Context: an optimization exercise on an open-source flow, tuned for small area, a short achievable clock period and few clock cycles. The choices shown serve that exercise and are no tape-out recipe. Where RTL was checked, it was by simulation tests only, not by an equivalence proof against the original. Only the layout flow was run in runs 1 and 2; the RTL was not checked for function there. No activity file was given, so power comes from the tool's default toggle rates.

`constraint.sdc`:
```
create_clock -name core_clock -period 6.5 [get_ports {clk}]
set_input_delay 1.3000 -clock core_clock [delete_from_list [all_inputs] [get_ports {clk}]]
set_output_delay 1.3000 -clock core_clock [all_outputs]
set_load 0.01 [all_outputs]
```
`config.mk`:
```
export PLATFORM = sky130hd
export DESIGN_NAME = alu_mc
export DESIGN_NICKNAME = alu_mc
export VERILOG_FILES = /design/flow/design.v
export SDC_FILE = /design/flow/constraint.sdc
export NUM_CORES = 4
export LEC_CHECK = 0
export ABC_CLOCK_PERIOD_IN_PS = 1500
export CAP_MARGIN = 20
export CORE_MARGIN = 2
export CORE_UTILIZATION = 40
export SETUP_SLACK_MARGIN = 3.3
export SLEW_MARGIN = 20
```
`design.v`:
```
module pfx_add #(
   parameter int W = 32
) (
   input  logic [W-1:0] a,
   input  logic [W-1:0] b,
   input  logic         ci,
   output logic [W-1:0] s,
   output logic         co
);
   localparam int L = $clog2(W);
   logic [(L+1)*W-1:0] g, p;
   always_comb begin
      for (int i = 0; i < W; i++) begin
         g[i] = a[i] & b[i];
         p[i] = a[i] ^ b[i];
      end
      g[0] = g[0] | (p[0] & ci);
      for (int l = 0; l < L; l++) begin
         for (int i = 0; i < W; i++) begin
            if ((i >> l) & 1) begin
               g[(l+1)*W+i] = g[l*W+i] | (p[l*W+i] & g[l*W+(((i >> (l+1)) << (l+1)) + (1 << l) - 1)]);
               p[(l+1)*W+i] = p[l*W+i] & p[l*W+(((i >> (l+1)) << (l+1)) + (1 << l) - 1)];
            end else begin
               g[(l+1)*W+i] = g[l*W+i];
               p[(l+1)*W+i] = p[l*W+i];
            end
         end
      end
      s[0] = p[0] ^ ci;
      for (int i = 1; i < W; i++) s[i] = p[i] ^ g[L*W+i-1];
      co = g[L*W+W-1];
   end
endmodule
module mdu_iter (
   input  logic        clk,
   input  logic        rstn,
   input  logic        start,
   input  logic        is_div,
   input  logic        is_sgn,
   input  logic [31:0] a,
   input  logic [31:0] b,
   output logic        run,
   output logic        fin,
   output logic [31:0] hi_q,
   output logic [31:0] lo_q
);
   logic [31:0] b_q;
   logic [3:0]  cnt_q;
   logic        run_q, div_q, sgn_q, bneg_q, negq_q, negr_q;
   logic [1:0]  fix_q;
   logic        last, a_neg, b_neg;
   logic [31:0] neg_in, neg_out;
   logic        neg_s;
   assign run   = run_q;
   assign a_neg = is_div && is_sgn && a[31];
   assign b_neg = is_div && is_sgn && b[31];
   assign last  = div_q ? (cnt_q == 4'd15) : (cnt_q[2:0] == 3'd7);
   assign neg_in = start ? a : (fix_q[0] ? lo_q : hi_q);
   assign neg_s  = start ? a_neg : 1'b1;
   pfx_add #(32) u_neg (.a(neg_in ^ {32{neg_s}}), .b(32'd0), .ci(neg_s), .s(neg_out), .co());
   logic [36:0] hx, bx, pp0, pp1, pp2, pp3, s1, c1, s2, c2, s3, c3, m_s;
   logic        neg3;
   always_comb begin
      hx   = sgn_q ? {{5{hi_q[31]}}, hi_q} : {5'd0, hi_q};
      bx   = sgn_q ? {{5{b_q[31]}}, b_q} : {5'd0, b_q};
      neg3 = sgn_q && last;
      pp0  = lo_q[0] ? bx : '0;
      pp1  = lo_q[1] ? {bx[35:0], 1'b0} : '0;
      pp2  = lo_q[2] ? {bx[34:0], 2'b0} : '0;
      pp3  = (lo_q[3] ? {bx[33:0], 3'b0} : '0) ^ {37{neg3}};
      s1   = hx ^ pp0 ^ pp1;
      c1   = {((hx & pp0) | (hx & pp1) | (pp0 & pp1)), 1'b0};
      s2   = pp2 ^ pp3 ^ s1;
      c2   = {((pp2 & pp3) | (pp2 & s1) | (pp3 & s1)), 1'b0};
      s3   = c1 ^ c2 ^ s2;
      c3   = {((c1 & c2) | (c1 & s2) | (c2 & s2)), 1'b0};
   end
   pfx_add #(37) u_madd (.a(s3), .b(c3), .ci(neg3), .s(m_s), .co());
   logic [33:0] t0, t1;
   logic [31:0] h1, d_hi;
   logic        ge0, ge1, co0, co1;
   pfx_add #(33) u_d0 (.a({hi_q, lo_q[31]}), .b({1'b1, b_q}), .ci(!bneg_q), .s(t0[32:0]), .co(co0));
   assign ge0 = co0;
   assign h1  = ge0 ? t0[31:0] : {hi_q[30:0], lo_q[31]};
   pfx_add #(33) u_d1 (.a({h1, lo_q[30]}), .b({1'b1, b_q}), .ci(!bneg_q), .s(t1[32:0]), .co(co1));
   assign ge1  = co1;
   assign d_hi = ge1 ? t1[31:0] : {h1[30:0], lo_q[30]};
   assign fin = (run_q && last && !(div_q && (negq_q || negr_q))) ||
                (fix_q[0] && !negr_q) || fix_q[1];
   always_ff @(posedge clk) begin
      if (start) begin
         b_q    <= b ^ {32{is_div && !b_neg}};
         div_q  <= is_div;
         sgn_q  <= is_sgn && !is_div;
         bneg_q <= b_neg;
         negr_q <= a_neg;
         negq_q <= (a_neg ^ b_neg) && (b != '0);
      end
   end
   always_ff @(posedge clk or negedge rstn) begin
      if (!rstn) begin
         hi_q  <= '0;
         lo_q  <= '0;
         cnt_q <= '0;
         run_q <= 1'b0;
         fix_q <= '0;
      end else if (start) begin
         hi_q  <= '0;
         lo_q  <= neg_out;
         cnt_q <= '0;
         run_q <= 1'b1;
         fix_q <= '0;
      end else if (fix_q[0]) begin
         lo_q  <= neg_out;
         fix_q <= {negr_q, 1'b0};
         if (!negr_q) run_q <= 1'b0;
      end else if (fix_q[1]) begin
         hi_q  <= neg_out;
         fix_q <= '0;
         run_q <= 1'b0;
      end else if (run_q) begin
         cnt_q <= cnt_q + 4'd1;
         if (div_q) begin
            hi_q <= d_hi;
            lo_q <= {lo_q[29:0], ge0, ge1};
         end else begin
            hi_q <= m_s[35:4];
            lo_q <= {m_s[3:0], lo_q[31:4]};
         end
         if (last) begin
            if (div_q && (negq_q || negr_q)) fix_q <= {!negq_q, negq_q};
            else                             run_q <= 1'b0;
         end
      end
   end
endmodule
module alu_mc #(
   parameter int unsigned WIDTH = 32,
   parameter int unsigned CNT_W = $clog2(WIDTH + 1)
) (
   input  logic             clk,
   input  logic             rstn,
   input  logic             in_valid,
   output logic             in_ready,
   input  logic [4:0]       ALUOp,
   input  logic [WIDTH-1:0] A,
   input  logic [WIDTH-1:0] B,
   input  logic [4:0]       shamt,
   input  logic             flush,
   output logic             out_valid,
   output logic [WIDTH-1:0] C,
   output logic             zero,
   output logic             ovf,
   output logic             busy
);
   localparam logic [4:0] ALUOp_LUI   = 5'd1;
   localparam logic [4:0] ALUOp_ADD   = 5'd2;
   localparam logic [4:0] ALUOp_SUB   = 5'd3;
   localparam logic [4:0] ALUOp_AND   = 5'd4;
   localparam logic [4:0] ALUOp_OR    = 5'd5;
   localparam logic [4:0] ALUOp_SLT   = 5'd6;
   localparam logic [4:0] ALUOp_SLTU  = 5'd7;
   localparam logic [4:0] ALUOp_ADDU  = 5'd8;
   localparam logic [4:0] ALUOp_SUBU  = 5'd9;
   localparam logic [4:0] ALUOp_XOR   = 5'd10;
   localparam logic [4:0] ALUOp_NOR   = 5'd11;
   localparam logic [4:0] ALUOp_SLL   = 5'd12;
   localparam logic [4:0] ALUOp_SRL   = 5'd13;
   localparam logic [4:0] ALUOp_SRA   = 5'd14;
   localparam logic [4:0] ALUOp_EQL   = 5'd15;
   localparam logic [4:0] ALUOp_NE    = 5'd16;
   localparam logic [4:0] ALUOp_MULT  = 5'd17;
   localparam logic [4:0] ALUOp_MULTU = 5'd18;
   localparam logic [4:0] ALUOp_DIV   = 5'd19;
   localparam logic [4:0] ALUOp_DIVU  = 5'd20;
   localparam logic [4:0] ALUOp_MFHI  = 5'd21;
   localparam logic [4:0] ALUOp_MFLO  = 5'd22;
   logic             vld_q, mdu_q;
   logic [31:0]      c_q, hi_q, lo_q;
   logic             zero_q, ovf_q;
   logic             run, acc, op_mdu, op_div, op_sgn, mdu_fin;
   assign op_mdu = (ALUOp == ALUOp_MULT) || (ALUOp == ALUOp_MULTU) ||
                   (ALUOp == ALUOp_DIV)  || (ALUOp == ALUOp_DIVU);
   assign op_div = (ALUOp == ALUOp_DIV) || (ALUOp == ALUOp_DIVU);
   assign op_sgn = (ALUOp == ALUOp_MULT) || (ALUOp == ALUOp_DIV);
   assign in_ready  = !run;
   assign acc       = in_valid && !run && !flush;
   assign out_valid = vld_q && !flush;
   assign busy      = mdu_q;
   assign C         = mdu_q ? lo_q : c_q;
   assign zero      = mdu_q ? (lo_q == '0) : zero_q;
   assign ovf       = ovf_q && !mdu_q;
   mdu_iter u_mdu (
      .clk     (clk),
      .rstn    (rstn),
      .start   (acc && op_mdu),
      .is_div  (op_div),
      .is_sgn  (op_sgn),
      .a       (A),
      .b       (B),
      .run     (run),
      .fin     (mdu_fin),
      .hi_q    (hi_q),
      .lo_q    (lo_q)
   );
   logic        sub, co, slt, sltu;
   logic [31:0] bb, s;
   assign sub = (ALUOp == ALUOp_SUB) || (ALUOp == ALUOp_SUBU) ||
                (ALUOp == ALUOp_SLT) || (ALUOp == ALUOp_SLTU);
   assign bb  = B ^ {32{sub}};
   pfx_add #(32) u_add (.a(A), .b(bb), .ci(sub), .s(s), .co(co));
   assign sltu = !co;
   assign slt  = (A[31] != B[31]) ? A[31] : s[31];
   logic [4:0]  sh;
   logic        left;
   logic [31:0] shx, shr, shl;
   assign left = (ALUOp == ALUOp_LUI) || (ALUOp == ALUOp_SLL);
   assign sh   = (ALUOp == ALUOp_LUI) ? 5'd16 : shamt;
   always_comb for (int i = 0; i < 32; i++) shx[i] = left ? B[31-i] : B[i];
   assign shr = 32'($signed({(ALUOp == ALUOp_SRA) && B[31], shx}) >>> sh);
   always_comb for (int i = 0; i < 32; i++) shl[i] = shr[31-i];
   logic [31:0] alu_res;
   logic        alu_zero, alu_ovf, eq;
   assign eq = (A == B);
   always_comb begin
      alu_res = '0;
      alu_ovf = 1'b0;
      case (ALUOp)
         ALUOp_ADD: begin
            alu_res = s;
            alu_ovf = (A[31] == B[31]) && (s[31] != A[31]);
         end
         ALUOp_SUB: begin
            alu_res = s;
            alu_ovf = (A[31] != B[31]) && (s[31] != A[31]);
         end
         ALUOp_ADDU, ALUOp_SUBU: alu_res = s;
         ALUOp_AND:  alu_res = A & B;
         ALUOp_OR:   alu_res = A | B;
         ALUOp_XOR:  alu_res = A ^ B;
         ALUOp_NOR:  alu_res = ~(A | B);
         ALUOp_SLT:  alu_res = {31'd0, slt};
         ALUOp_SLTU: alu_res = {31'd0, sltu};
         ALUOp_LUI, ALUOp_SLL: alu_res = shl;
         ALUOp_SRL, ALUOp_SRA: alu_res = shr;
         ALUOp_MFHI: alu_res = hi_q;
         ALUOp_MFLO: alu_res = lo_q;
         default:    alu_res = '0;
      endcase
      if (ALUOp == ALUOp_EQL)     alu_zero = eq;
      else if (ALUOp == ALUOp_NE) alu_zero = !eq;
      else                        alu_zero = (alu_res == '0);
   end
   always_ff @(posedge clk) begin
      c_q    <= alu_res;
      zero_q <= alu_zero;
      ovf_q  <= alu_ovf;
   end
   always_ff @(posedge clk or negedge rstn) begin
      if (!rstn) begin
         vld_q <= 1'b0;
         mdu_q <= 1'b0;
      end else begin
         vld_q <= (acc && !op_mdu) || (mdu_q && mdu_fin && !flush);
         mdu_q <= (acc && op_mdu) || (mdu_q && !flush && !vld_q);
      end
   end
endmodule
```
`run.sh`:
```
#!/bin/bash
# synth_recipe.tcl (not shown) runs the flow's synth.tcl, then flattens the netlist and writes it again
# the make line also repeats each setting of config.mk as NAME=value (left out here)
make -C /OpenROAD-flow-scripts/flow DESIGN_CONFIG=/design/flow/config.mk WORK_HOME=/design/flow/orfs CLKGATE_MAP_FILE= SYNTH_SCRIPT=/design/flow/synth_recipe.tcl finish
```
==> results.txt, run 1 <==
* Status: timing/DRC/antenna clean
* Clock Latency Late Sink at 0.45 ns
* Clock sinks at 144
* Root buf cell: clkbuf_16
* Slew Viols, Final at 0
* Synth top area cells: ha_1, fa_1, dfrtp_1
* Layout area overhead at 27.8%
* Synth unique cells at 91
* Max cap viols at 0
* Number of remaining DRC errors at 0
* Total gr overflow at 0
* Largest net degree at the start of global routing at 74
* Total CTS buffers at 17
* All-Layer GR Usage at 36.1%
* Worst vdd ir at 0.247 mV
* WP data required at 6.83 ns
* Fraction of layout cells with a size suffix above 1 at 21.7%
* Commonest register cell after synthesis: dfrtp_1
* Setup Skew at 0.0121 ns
* Gpl congestion at 1.08
* YS warnings at 5
* Max incr delay on CP at 0.51 ns
* Initial antenna violation count at 1
* Via/cell ratio at 6.33
* Min Hold Slack at 0.478 ns
* # setup viols final at 0
* Mapped cell area at 25,300 µm²
* FF+latch count, synth at 144
* Post-placement cell area at 29,300 µm²
* Initial Util at 40.3%
* RSZ-0062 raised after global routing: true
* Fin area at 32,400 µm²
* Post-synth top area cell: ha_1
* Async SR Flop Fraction at 50.7%
* Post-synth EDFFs at 37
* First-pass GRT wire length at 178,000 µm
* Drt wl/cell at 28.1 µm
* Slew @ Worst Pin at 1.06 ns
* Period utilization at 95.3%
* Sequential element share of the synthesized area at 14.3%
* WS Path Type: reg -> reg
* Cell mode on critical path: o21ai_2
* Hpwl dp at 95,100 µm
* Pre-Repair DR Iteration Count at 8
* # port buffers at 114
* Deepest clock path buffer count at 2
* Cell count after synthesis at 3,220
* PwrDens at 454 nW/µm²
* Worst path top cell family by delay: compound AO/OA/AOI/OAI gates
* 1st-iter DRT viols at 3,129
* Vias in the first global route at 26,700
* Max Freq at 0.161 GHz
* Worst EP arrival at 6.52 ns
* Die Ht at 256 µm
* Die W at 256 µm
* Tmin final at 6.19 ns
* Rel. slew slack at 29.6%
* Post-Syn Nets at 3,621
* CTS tree: yes
* Row Count at 92
* H-tree Lvls at 4
* Post-Route WL at 123,000 µm
* Crit path buffers/inverters at 8
* P_leak at 0.0141 µW
* Number of antenna-violating nets in the routed design at 0
* Slowest CP cell: a221o_4
* Startpoint Class: flop
* Die Footprint at 65,300 µm²
* Num ports at 115
* Synthesized area per cell at 7.87 µm²
* Worst-path clk slew at 0.06 ns
* Final Core Density at 51.5%
* Final hold vios at 0
* Vias at 27,700
* CP Capture Type: flop
* Worst-path fanout max at 8
* Top-area cell type share of the netlist area at 9.88%
* Hold-fix buffer count after cts at 0
* Worst hold path class: reg -> reg
* Core Area at 62,900 µm²
* Final Net Count at 3,911
-- where the power goes --
group	internal, µW	switching (µW)	total (µW)
clock	583	431	1010
combinational	5160	6830	12000
sequential	1180	489	1670
total	6930	7750	14700
-- Yosys cell counts (17+ instances only) --
| library cell | count |
|---|---|
| a211oi_1 | 48 |
| a21o_1 | 56 |
| a21oi_1 | 187 |
| a221oi_1 | 41 |
| a22oi_1 | 57 |
| a31oi_1 | 47 |
| and2_1 | 109 |
| and3_1 | 29 |
| buf_1 | 26 |
| buf_2 | 28 |
| clkbuf_1 | 178 |
| dfrtp_1 | 73 |
| dfxtp_1 | 34 |
| edfxtp_1 | 37 |
| fa_1 | 123 |
| ha_1 | 200 |
| inv_1 | 283 |
| mux2_2 | 46 |
| mux2i_1 | 140 |
| nand2_1 | 235 |
| nand2b_1 | 17 |
| nand3_1 | 56 |
| nand4_1 | 23 |
| nor2_1 | 207 |
| nor2b_1 | 32 |
| nor3_1 | 42 |
| nor3b_1 | 18 |
| nor4_1 | 29 |
| o211ai_1 | 48 |
| o21ai_0 | 185 |
| o221ai_1 | 39 |
| o22ai_1 | 34 |
| or3_1 | 28 |
| xnor2_1 | 150 |
| xor2_1 | 84 |
-- layer usage --
layer | part of all wire (%) | GRT usage (%)
met3 | 8.1 | 5.14
met2 | 44 | 57.3
met5 | 0 | 0
met4 | 8.9 | 26.0
met1 | 39 | 44.9
-- cell type report --
class	instances	area, µm²
fill	6123	30500
multi-input combinational	2560	21500
timing repair buffer	503	4460
sequential	144	3630
inverter	284	1070
tap	846	1060
clock buffer	24	537
clock inverter	8	65.1
antenna	2	5.00
-- flip-flops by register name, indices dropped and copies added, names as in the netlist --
name and flops:
u_mdu.negq_q 1, u_mdu.bneg_q 1, u_mdu.hi_q 32, u_mdu.negr_q 1
ovf_q 1, u_mdu.fix_q 2, vld_q 1, u_mdu.div_q 1
u_mdu.cnt_q 4, u_mdu.b_q 32, c_q 32, u_mdu.sgn_q 1
zero_q 1, u_mdu.run_q 1, mdu_q 1, u_mdu.lo_q 32
-- cells by family (layout without fill, tap and decap cells) --
group,Yosys count,count (layout),share of synthesized area (%)
and+or+nand+nor,867,868,16.9
AOI/OAI and AO/OA,947,948,25.6
adders and majority gates,323,323,19.6
xor gates and xnor gates,234,234,8.09
other,0,2,0
DFF,144,144,14.3
muxes,187,187,7.64
buffers and inverters,518,819,7.86
-- placed cells by master (no fill, tap or decap), drive strengths merged, types with 16 or more instances in the layout --
master | synthesis | layout
a211o | 16 | 16
a211oi | 48 | 48
a21o | 56 | 56
a21oi | 187 | 187
a221o | 16 | 17
a221oi | 42 | 42
a22oi | 57 | 57
a31oi | 47 | 47
and2 | 109 | 109
and3 | 29 | 29
buf | 56 | 394
clkbuf | 178 | 27
clkdlybuf4s50 | 0 | 103
dfrtp | 73 | 73
dfxtp | 34 | 34
edfxtp | 37 | 37
fa | 123 | 123
ha | 200 | 200
inv | 284 | 284
mux2 | 47 | 47
mux2i | 140 | 140
nand2 | 235 | 236
nand2b | 17 | 17
nand3 | 56 | 56
nand4 | 23 | 23
nor2 | 208 | 208
nor2b | 32 | 32
nor3 | 42 | 42
nor3b | 19 | 19
nor4 | 30 | 30
o211ai | 48 | 48
o21a | 16 | 16
o21ai | 193 | 193
o221ai | 39 | 39
o22ai | 34 | 34
or3 | 28 | 28
xnor2 | 150 | 150
xor2 | 84 | 84
-- path summary, 6_finish.rpt --
kind / slack (ns) / startpoint / cells past startpoint / endpoint
max: 0.31 / u_mdu.bneg_q / 31 / u_mdu.hi_q[19]
min: 0.48 / vld_q / 1 / mdu_q
max reg2reg: 0.31 / u_mdu.bneg_q / 31 / u_mdu.hi_q[19]
min reg2reg: 0.48 / vld_q / 1 / mdu_q
max in group asynchronous: 4.98 / rstn / 1 / u_mdu.lo_q[18]
min in group asynchronous: 0.87 / rstn / 1 / u_mdu.hi_q[1]
-- through the flow --
step	TNS [ns]	total power, µW	setup WS (ns)	std cells
after detailed placement	-0.506	12200	-0.0778	4225
final	0	14700	0.308	4371
after floorplan	0	8870	0.595	3220
after CTS	0	13800	0.332	4312
after global placement	0	12200	0.0189	4225
after global routing	0	15900	0.101	4369
-- repair_timing --
action,4_1_cts,5_1_grt
setup endpoints to repair,193,166
buffers inserted,54,54
pin swaps,65,125
gates resized for setup,155,214
cloned,1,3
==> inputs of run 2 (changes only) <==
--- a/config.mk
+++ b/config.mk
@@ -7,3 +7,3 @@
 export LEC_CHECK = 0
-export ABC_CLOCK_PERIOD_IN_PS = 1500
+export ABC_CLOCK_PERIOD_IN_PS = 2500
 export CAP_MARGIN = 20
@@ -11,3 +11,3 @@
 export CORE_UTILIZATION = 40
-export SETUP_SLACK_MARGIN = 3.3
+export SETUP_SLACK_MARGIN = 2.0
 export SLEW_MARGIN = 20
==> run 2 against run 1 <==
Against the previous run: area after synthesis is the same; clock skew shrank 0.0047 ns; sequential share of layout area grew 0.17 points; non-clock buffer count is 7 lower; clock power barely moved; global-route usage up 0.97 points; first-iteration DRC count up 3.5%; count of clock-buffer cells in the layout down 6; final cell count shrank 0.23%; die area did not move; wire length rose by 2.3%; critical path type unchanged; critical endpoint is now u_mdu.hi_q[31]; largest power group unchanged.
==> results.txt, run 2 <==
* Number of remaining DRC errors at 0
* Drt wl/cell at 28.8 µm
* Clock sinks at 144
* Post-Route WL at 125,000 µm
* Rel. slew slack at 23.8%
* Initial Util at 40.3%
* Reg2Reg Depth at 30
* Worst vdd ir at 0.244 mV
* Post-synth top area cell: ha_1
* FF-to-FF Start: u_mdu.lo_q[31]
* Final Net Count at 3,903
* Worst hold path class: reg -> reg
* Reg2reg end: u_mdu.hi_q[31]
* GR met1 Demand/Resource at 45.7%
* Async SR Flop Fraction at 50.7%
* Post-synth top cells: inv_1, nand2_1, nor2_1
* Most frequent cells in the layout: buf_4, inv_1, nand2_1, nor2_1, ha_1
* CP endpoint: u_mdu.hi_q[31]
* RSZ-0062 raised after global routing: true
* Met2 Use GR at 59.2%
* Cell count after synthesis at 3,220
* Max incr delay on CP at 0.42 ns
* Min Hold Slack at 0.561 ns
* CP Capture Type: flop
* # port buffers at 114
* Top-count cell post-synth: inv_1
* WS Path Type: reg -> reg
* Slew @ Worst Pin at 1.13 ns
* FF-to-FF setup slack at 0.36 ns
* Top-area cell type share of the netlist area at 9.88%
* # setup viols final at 0
* FF+latch count, synth at 144
* Mapped cell area at 25,300 µm²
* Commonest register cell after synthesis: dfrtp_1
* Period utilization at 94.4%
* Synthesized area per cell at 7.87 µm²
* 1st-iter DRT viols at 3,237
* Die W at 256 µm
* Number of antenna-violating nets in the routed design at 0
* Core Area at 62,900 µm²
* All-Layer GR Usage at 37.1%
* Sequential element share of the synthesized area at 14.3%
* Worst EP arrival at 6.48 ns
* Slowest CP cell: dfrtp_2
* Pre-Repair DR Iteration Count at 6
* Post-synth EDFFs at 37
* Deepest clock path buffer count at 2
* Die Ht at 256 µm
* Synth top area cells: ha_1, fa_1, dfrtp_1
* Vias at 27,700
* N_diodes at 0
* First-pass GRT wire length at 181,000 µm
* Worst-path clk slew at 0.07 ns
* Setup Skew at 0.00737 ns
* Num ports at 115
* Fin Setup TNS at 0 ns
* Max cap viols at 0
* Largest net degree at the start of global routing at 73
* Setup crit start: u_mdu.lo_q[31]
* Status: timing/DRC/antenna clean
* Total CTS buffers at 17
* Tmin final at 6.14 ns
* Gpl congestion at 1.10
* Fraction of layout cells with a size suffix above 1 at 19.5%
* Global routing's busiest layer: met2
* Hold-fix buffer count after cts at 0
* Final hold vios at 0
* Max Freq at 0.163 GHz
* Via/cell ratio at 6.34
* Met3 Use GR at 5.40%
* Startpoint Class: flop
* H-tree Lvls at 4
* Die Footprint at 65,300 µm²
* Layout area overhead at 25.6%
* Row Count at 92
* PwrDens at 459 nW/µm²
* P_leak at 0.0140 µW
* Post-Syn Nets at 3,621
* CTS tree: yes
* Hpwl dp at 97,400 µm
* Worst-path fanout max at 5
* Synth unique cells at 91
* Slew Viols, Final at 0
* Clock Latency Late Sink at 0.45 ns
* Commonest non-fill, non-tap cell in the layout: buf_4
* Vias in the first global route at 26,700
* Total gr overflow at 0
* WP data required at 6.84 ns
* YS warnings at 5
* Initial antenna violation count at 1
* Root buf cell: clkbuf_16
run 2: cell count changes in the layout (fill, tap and decap cells not counted), moves of 10 or more:
| cell | delta |
|---|---|
| a21oi_1 | +10 |
| buf_4 | +10 |
| buf_6 | -23 |
| o21ai_0 | +20 |
| o21ai_1 | -11 |
| o21ai_2 | -10 |
| xnor2_1 | +10 |
run 2: worst max-delay path, delay by kind of cell, from the launching register on:
kind / cells / cell delay, ns
flip-flops: 1 / 0.42
adder cells (fa/ha/maj): 3 / 0.88
multiplexers: 1 / 0.37
AND/OR/NAND/NOR: 6 / 0.96
AO/OA/AOI/OAI: 14 / 2.55
buffers and inverters: 6 / 0.81
run 2: layout make-up:
class / instances / area [µm²]
Fill cell: 6035 / 31000
Clock inverter: 14 / 153
Timing Repair Buffer: 496 / 4480
Clock buffer: 18 / 429
Sequential cell: 144 / 3620
Tap cell: 846 / 1060
Multi-Input combinational cell: 2559 / 21000
Inverter: 284 / 1070
run 2: worst min path at each step:
| stage | startpoint | to | slack [ns] | cells past startpoint |
|---|---|---|---|---|
| final | u_mdu.cnt_q[3] | u_mdu.cnt_q[3] | 0.56 | 2 |
| after global routing | u_mdu.cnt_q[3] | u_mdu.cnt_q[3] | 0.57 | 2 |
| after CTS | u_mdu.negq_q | u_mdu.fix_q[0] | 0.55 | 1 |
| after detailed placement | u_mdu.negq_q | u_mdu.fix_q[0] | 0.52 | 1 |
| after global placement | u_mdu.cnt_q[1] | u_mdu.cnt_q[1] | 0.54 | 2 |
| after floorplan | vld_q | mdu_q | 0.43 | 1 |
run 2: per-stage QoR:
step                      util (%)  instances  setup WS [ns]  instance area (µm²)  total power [µW]
after floorplan                  -       3220          0.595                25800              8830
after global placement        46.4       4221          0.192                29200             12200
after detailed placement      46.4       4221         0.0525                29200             12200
after CTS                     49.5       4333          0.437                31100             14000
after global routing          50.6       4361          0.133                31800             15700
final                         50.6       4361          0.363                31800             14600
run 2: kinds of logic after synthesis:
family	after synthesis	share of synthesized area, %
buf+inv	518	7.86
simple gates	867	16.9
compound gates	947	25.6
mux	187	7.64
xor+xnor	234	8.09
fa+ha+maj	323	19.6
flops	144	14.3
run 2: metal layers:
layer	wire, µm	vias up
met5	0	-
met4	10900	0
met3	10800	457
met2	56200	1624
met1	47600	13400
li1	-	12200
run 2: power breakdown:
part | internal, µW | switching, µW
registers | 1180 | 499
clock network | 572 | 451
logic | 5130 | 6780
total | 6880 | 7730
run 2: timing repair:
item,CTS,global route
buffers inserted,74,25
cloned,6,3
resized for setup,167,96
pin swaps,69,63
setup endpoints to repair,84,63
==> inputs of run 3 (changes only) <==
--- a/design.v
+++ b/design.v
@@ -214,9 +214,6 @@
    logic [4:0]  sh;
-   logic        left;
-   logic [31:0] shx, shr, shl;
-   assign left = (ALUOp == ALUOp_LUI) || (ALUOp == ALUOp_SLL);
-   assign sh   = (ALUOp == ALUOp_LUI) ? 5'd16 : shamt;
-   always_comb for (int i = 0; i < 32; i++) shx[i] = left ? B[31-i] : B[i];
-   assign shr = 32'($signed({(ALUOp == ALUOp_SRA) && B[31], shx}) >>> sh);
-   always_comb for (int i = 0; i < 32; i++) shl[i] = shr[31-i];
+   logic [31:0] shl, shr;
+   assign sh  = (ALUOp == ALUOp_LUI) ? 5'd16 : shamt;
+   assign shl = B << sh;
+   assign shr = 32'($signed({(ALUOp == ALUOp_SRA) && B[31], B}) >>> sh);
    logic [31:0] alu_res;
--- a/config.mk
+++ b/config.mk
@@ -7,3 +7,2 @@
 export LEC_CHECK = 0
-export ABC_CLOCK_PERIOD_IN_PS = 2500
 export CAP_MARGIN = 20
@@ -11,3 +10,2 @@
 export CORE_UTILIZATION = 40
-export SETUP_SLACK_MARGIN = 2.0
 export SLEW_MARGIN = 20
==> run 3 against run 2 <==
Against the previous run: first-iteration DRC count down 8.3%; still clean; via count is 1.3% lower; largest power group unchanged; area after synthesis increased by 0.18%; largest cell class unchanged; combinational power decreased by 8%.
==> results.txt, run 3 <==
* Reg2reg end: u_mdu.hi_q[14]
* Crit path buffers/inverters at 4
* FF-to-FF setup slack at 0.35 ns
* CTS tree: yes
* Min Hold Slack at 0.540 ns
* 1st-iter DRT viols at 2,967
* Status: timing/DRC/antenna clean
* Post-synth top area cell: ha_1
* Synth unique cells at 96
* Synth top area cells: ha_1, fa_1, dfrtp_1
* FF-to-FF Start: u_mdu.lo_q[31]
* Async SR Flop Fraction at 50.7%
* PwrDens at 460 nW/µm²
* Commonest non-fill, non-tap cell in the layout: buf_4
* Post-synth EDFFs at 37
* WS Path Type: in -> reg
* Reg2Reg Depth at 27
* Mapped cell area at 25,400 µm²
* P_leak at 0.0131 µW
* WP data required at 6.93 ns
* Multi-input gate area at 19,900 µm²
* Synthesized area per cell at 7.91 µm²
* Post-synth top cells: inv_1, nand2_1, nor2_1
* Max cap viols at 0
* Initial Util at 40.4%
* Max incr delay on CP at 0.59 ns
* Pre-Repair DR Iteration Count at 9
* Root buf cell: clkbuf_16
* Setup Skew at 0.0202 ns
* Clock sinks at 144
* Worst hold path class: reg -> reg
* Number of remaining DRC errors at 0
* Fraction of layout cells with a size suffix above 1 at 14.3%
* FF+latch count, synth at 144
* Fill cells at 6,387
* Commonest register cell after synthesis: dfrtp_1
* Initial antenna violation count at 3
* CP Capture Type: flop
* Post-Syn Nets at 3,609
* Rel. slew slack at 18.5%
* Gpl congestion at 1.05
* Number of antenna-violating nets in the routed design at 0
* Num ports at 115
* Final hold vios at 0
* Row Count at 92
* Crit path depth at 23
* Cell count after synthesis at 3,208
* Worst EP arrival at 6.68 ns
* Largest net degree at the start of global routing at 56
* Clock Latency Late Sink at 0.52 ns
* Hpwl dp at 102,000 µm
* First-pass GRT wire length at 184,000 µm
* Die Footprint at 65,500 µm²
* Total CTS buffers at 17
* # setup viols final at 0
* Worst-path clk slew at 0.08 ns
* Total gr overflow at 0
* Max Freq at 0.160 GHz
* Tmin final at 6.25 ns
* Drt wl/cell at 29.6 µm
* Final Net Count at 3,851
* CP cell instances: clkdlybuf4s50_1 > o21ai_0 > nor2_1 > a21oi_2 > buf_4 > nor2_4 > buf_12 > xnor2_1 > ha_2 > o211ai_1 > buf_4 > o21ai_1 > a21oi_1 > o21ai_1 > fa_1 > a222oi_1 > o211a_1 > o221ai_1 > or4_1 > or4b_1 > nor4b_2 > nand3_1 > o31ai_2
* H-tree Lvls at 4
* Slew Viols, Final at 0
* Deepest clock path buffer count at 2
* Vias in the first global route at 26,800
* Slowest CP cell: or4_1
* Final Core Density at 47.7%
* Most frequent cells in the layout: buf_4, inv_1, nand2_1, nor2_1, ha_1
* Register area at 3620 µm²
* Worst vdd ir at 0.275 mV
* Core Area at 62,900 µm²
* Worst setup margin at 0.254 ns
* Worst slack, placed at -0.451 ns
* Startpoint Class: primary input
* # port buffers at 114
* YS warnings at 5
* Total power at 13,800 µW
* Vias at 27,300
* All-Layer GR Usage at 38.3%
* CP endpoint: zero_q
* Post-Route WL at 128,000 µm
* Slew @ Worst Pin at 1.21 ns
* Sequential element share of the synthesized area at 14.3%
* Worst-path fanout max at 10
* Top-area cell type share of the netlist area at 9.86%
* Die Ht at 256 µm
* Via/cell ratio at 6.33
* Layout area overhead at 18.1%
* Die W at 256 µm
* Top-count cell post-synth: inv_1
* Setup crit start: ALUOp[2]
* Period utilization at 96.1%
* Worst path top cell family by delay: simple AND/OR/NAND/NOR gates
## run 3: area by class of cell
cell class,count,share of cell area (%)
sequential,144,12.1
inverter,288,3.61
clock inverter,14,0.397
tap,846,3.53
antenna,4,0.0334
multi-input combinational,2552,66.5
timing repair buffer,447,12.4
clock buffer,18,1.43
## run 3: cells by family after synthesis
family,share of synthesized area (%)
simple gates,18.1
xor+xnor,7.97
mux,7.75
flops,14.3
buf+inv,7.99
fa+ha+maj,19.6
compound gates,24.4
## run 3: timing repair
action                     in CTS  in global routing
pin swaps                       1                  8
resized for setup               0                 23
setup buffers                   0                  2
hold buffers                    0                  0
setup endpoints to repair       7                 34
## run 3: worst min path at each step
stage                             from              to  slack [ns]  depth (start not counted)
after floorplan                  vld_q           mdu_q        0.43                          1
after global placement    u_mdu.negq_q  u_mdu.fix_q[0]        0.52                          1
after detailed placement  u_mdu.negq_q  u_mdu.fix_q[0]        0.52                          1
after CTS                 u_mdu.negq_q  u_mdu.fix_q[0]        0.53                          1
after global routing             vld_q           mdu_q        0.57                          1
final                     u_mdu.negq_q  u_mdu.fix_q[0]        0.54                          1
## run 3: power breakdown
part | switching [µW] | internal [µW]
Sequential | 590 | 1180
Combinational | 6340 | 4670
Clock | 515 | 500
## run 3: metrics by stage
stage / TNS [ns] / cell area [µm²] / instances
after floorplan: 0 / 25400 / 3208
after global placement: -0.356 / 29300 / 4275
after detailed placement: -0.537 / 29300 / 4275
after CTS: 0 / 29800 / 4307
after global routing: -0.0192 / 30000 / 4309
final: 0 / 30000 / 4313
## run 3: metal layers
layer  GRT usage, %  routed length, µm  vias to the layer above
li1               -                  -                    12100
met1           46.2              49500                    13300
met2           61.5              57400                     1494
met3           7.54              10500                      447
met4           26.7              10500                        0
met5              0                  0                        -
Testbench counts of run 3, summed over its fixed seeds: cycles 8,337.
==> inputs of run 4 (changes only) <==
--- a/config.mk
+++ b/config.mk
@@ -7,2 +7,3 @@
 export LEC_CHECK = 0
+export ABC_CLOCK_PERIOD_IN_PS = 3000
 export CAP_MARGIN = 20
@@ -10,2 +11,3 @@
 export CORE_UTILIZATION = 40
+export SETUP_SLACK_MARGIN = 3.2
 export SLEW_MARGIN = 20
==> run 4 against run 3 <==
Against the previous run: utilization grew 6.8 points; first-iteration DRC count grew 14%; combinational power grew 23%; power grew 18%; global-route usage grew 2.7 points; register-to-register slack gained 0.17 ns; sequential share of layout area shrank 1.5 points; sequential power is essentially flat; synthesized cell count is the same; via count grew 7.1%; clock skew shrank 0.0040 ns; still clean; wire length grew 8.6%.
==> results.txt, run 4 <==
* Worst EP arrival at 6.32 ns
* Root buf cell: clkbuf_16
* Worst-path fanout max at 8
* Total gr overflow at 0
* Tmin final at 5.98 ns
* Commonest register cell after synthesis: dfrtp_1
* 1st-iter DRT viols at 3,376
* WS Path Type: reg -> reg
* Drt wl/cell at 31.0 µm
* Top-count cell post-synth: inv_1
* Worst path top cell family by delay: compound AO/OA/AOI/OAI gates
* Post-Syn Nets at 3,609
* Most frequent cells in the layout: buf_4, inv_1, nand2_1, nor2_1, ha_1
* Slowest CP cell: or3b_4
* Die W at 256 µm
* PwrDens at 476 nW/µm²
* RSZ-0062 raised after global routing: true
* Mapped cell area at 25,400 µm²
* Final Net Count at 4,012
* Pre-Repair DR Iteration Count at 9
* Synth unique cells at 96
* Startpoint Class: flop
* Status: timing/DRC/antenna clean
* Hold-fix buffer count after cts at 0
* Vias at 29,200
* First-pass GRT wire length at 197,000 µm
* Top-area cell type share of the netlist area at 9.86%
* Num ports at 115
* Post-Route WL at 139,000 µm
* Post-placement cell area at 29,700 µm²
* Slew @ Worst Pin at 1.16 ns
* Deepest clock path buffer count at 2
* Min Hold Slack at 0.573 ns
* FF+latch count, synth at 144
* Crit path buffers/inverters at 7
* YS warnings at 5
* Slew Viols, Final at 0
* Max incr delay on CP at 0.43 ns
* CP Capture Type: flop
* Fill cells at 5,807
* Post-synth EDFFs at 37
* Die Footprint at 65,500 µm²
* Worst vdd ir at 0.265 mV
* All-Layer GR Usage at 41.0%
* Initial antenna violation count at 6
* Layout area overhead at 34.9%
* Max cap viols at 0
* Rel. slew slack at 22.3%
* Post-synth top cells: inv_1, nand2_1, nor2_1
* WP data required at 6.85 ns
* Hpwl dp at 104,000 µm
* Fraction of layout cells with a size suffix above 1 at 26.3%
* Clock sinks at 144
* Sequential element share of the synthesized area at 14.3%
* CTS tree: yes
* Die Ht at 256 µm
* Worst-path clk slew at 0.07 ns
* Worst hold path class: reg -> reg
* Post-synth top area cell: ha_1
* Setup Skew at 0.0162 ns
* Row Count at 92
* Number of remaining DRC errors at 0
* Synth top area cells: ha_1, fa_1, dfrtp_1
* Core Area at 62,900 µm²
* Max Freq at 0.167 GHz
* Number of antenna-violating nets in the routed design at 0
* Largest net degree at the start of global routing at 54
* H-tree Lvls at 4
* Synthesized area per cell at 7.91 µm²
* Period utilization at 92.0%
* Cell count after synthesis at 3,208
* # port buffers at 114
* # setup viols final at 0
* Total CTS buffers at 17
* Vias in the first global route at 29,000
* Async SR Flop Fraction at 50.7%
* Clock Latency Late Sink at 0.49 ns
* Initial Util at 40.4%
* Fin area at 34,200 µm²
* Gpl congestion at 1.09
* Final hold vios at 0
* Via/cell ratio at 6.53
* P_leak at 0.0147 µW
* Commonest non-fill, non-tap cell in the layout: buf_4
==> run 4: final timing paths <==
| check | start | to | slack (ns) | cells past startpoint |
|---|---|---|---|---|
| max in group asynchronous | rstn | mdu_q | 4.58 | 2 |
| worst min register to register | u_mdu.cnt_q[1] | u_mdu.cnt_q[1] | 0.57 | 2 |
| worst min-delay path | u_mdu.cnt_q[1] | u_mdu.cnt_q[1] | 0.57 | 2 |
| worst max register to register | u_mdu.bneg_q | u_mdu.hi_q[10] | 0.52 | 28 |
| worst max-delay path | u_mdu.bneg_q | u_mdu.hi_q[10] | 0.52 | 28 |
| min in group asynchronous | rstn | u_mdu.hi_q[2] | 0.77 | 1 |
==> run 4: per-stage QoR <==
stage	utilization [%]	total power, µW	setup TNS [ns]	std cells	setup WS, ns
final	54.5	16300	0	4473	0.522
after global routing	54.5	17500	0	4471	0.388
after CTS	52.2	15100	0	4399	0.555
after detailed placement	47.3	13000	-0.154	4235	-0.154
after global placement	47.3	12700	-0.159	4235	-0.159
after floorplan	-	9650	0	3208	0.585
==> run 4: area by class of cell <==
type | count | area (µm²) | share of cell area (%)
sequential | 144 | 3630 | 10.6
antenna | 3 | 7.51 | 0.0219
tap | 846 | 1060 | 3.09
timing repair buffer | 607 | 5620 | 16.4
clock inverter | 15 | 156 | 0.457
inverter | 288 | 1100 | 3.22
multi-input combinational | 2553 | 22200 | 64.9
clock buffer | 17 | 425 | 1.24
==> run 4: power breakdown <==
part / switching (µW) / total (µW) / internal, µW / leakage (µW)
registers: 576 / 1760 / 1190 / 0.00152
clock network: 517 / 1060 / 539 / 0.000275
logic: 7530 / 13500 / 5960 / 0.0129
==> run 4: cell families (layout without fill, tap and decap cells) <==
family | count (synthesis) | in the layout | share of synthesized area, %
AO/OA/AOI/OAI | 904 | 904 | 24.4
XOR/XNOR | 231 | 231 | 7.97
adder cells (fa/ha/maj) | 323 | 323 | 19.6
buffers and inverters | 512 | 927 | 7.99
flip-flops | 144 | 144 | 14.3
multiplexers | 187 | 187 | 7.75
other | 0 | 3 | 0
AND/OR/NAND/NOR | 907 | 908 | 18.1
==> run 4: what timing repair did <==
item                       CTS  global route
gates cloned                 7             1
resized for setup          342           165
setup buffers              125            70
setup endpoints to repair  193           104
pin swaps                  122           112
==> run 4: worst reg2reg max path, delay by kind of cell, from the launching register on <==
kind,cells,cell delay (ns)
DFF,1,0.38
muxes,2,0.39
and+or+nand+nor,6,1.54
buffers and inverters,7,0.97
AOI/OAI and AO/OA,10,1.65
adders and majority gates,3,0.90
==> run 4: layer usage <==
layer  track usage, %  vias up  part of all wire (%)
li1                 -    12400                     -
met1             48.3    14300                    37
met2             68.0     1860                    46
met3             7.62      623                   8.8
met4             28.1        0                   8.5
met5                0        -                     0

## port drivers added, routing unchanged
In the flow no input, the clock included, has a driving cell. The finished layouts below were timed again as built, in two steps. Step 1: set_driving_cell puts a clkbuf_16 on clk and a buf_2 on each other input, an assumption about the parent block. Step 2 times the ports against the registers' clock, not the clock port: input delays grow and output delays shrink by t, the midpoint of the rising clock arrivals with the driver on. Three values: ideal ports, drivers, drivers and shift; two values: the first two.
run | shift t [ns] | slack for setup (ns) | clock arrival spread, ns | slew at the worst register clock pin (ns) | worst data-port slew with drivers (ns)
run 1 | 0.499 | 0.308 / 0.308 / 0.308 | 0.013 / 0.012 | 0.07 / 0.07 | 0.05
run 2 | 0.503 | 0.363 / 0.363 / 0.363 | 0.008 / 0.008 | 0.07 / 0.07 | 0.06
run 3 | 0.566 | 0.254 / 0.292 / -0.274 | 0.020 / 0.020 | 0.08 / 0.08 | 0.06
run 4 | 0.539 | 0.522 / 0.522 / 0.297 | 0.020 / 0.020 | 0.08 / 0.08 | 0.06
Met with ideal ports but missed after step 2: setup timing in run 3. The setup slack of run 3, which loses most, moves by +0.038 ns with the drivers and by -0.528 ns with both steps.
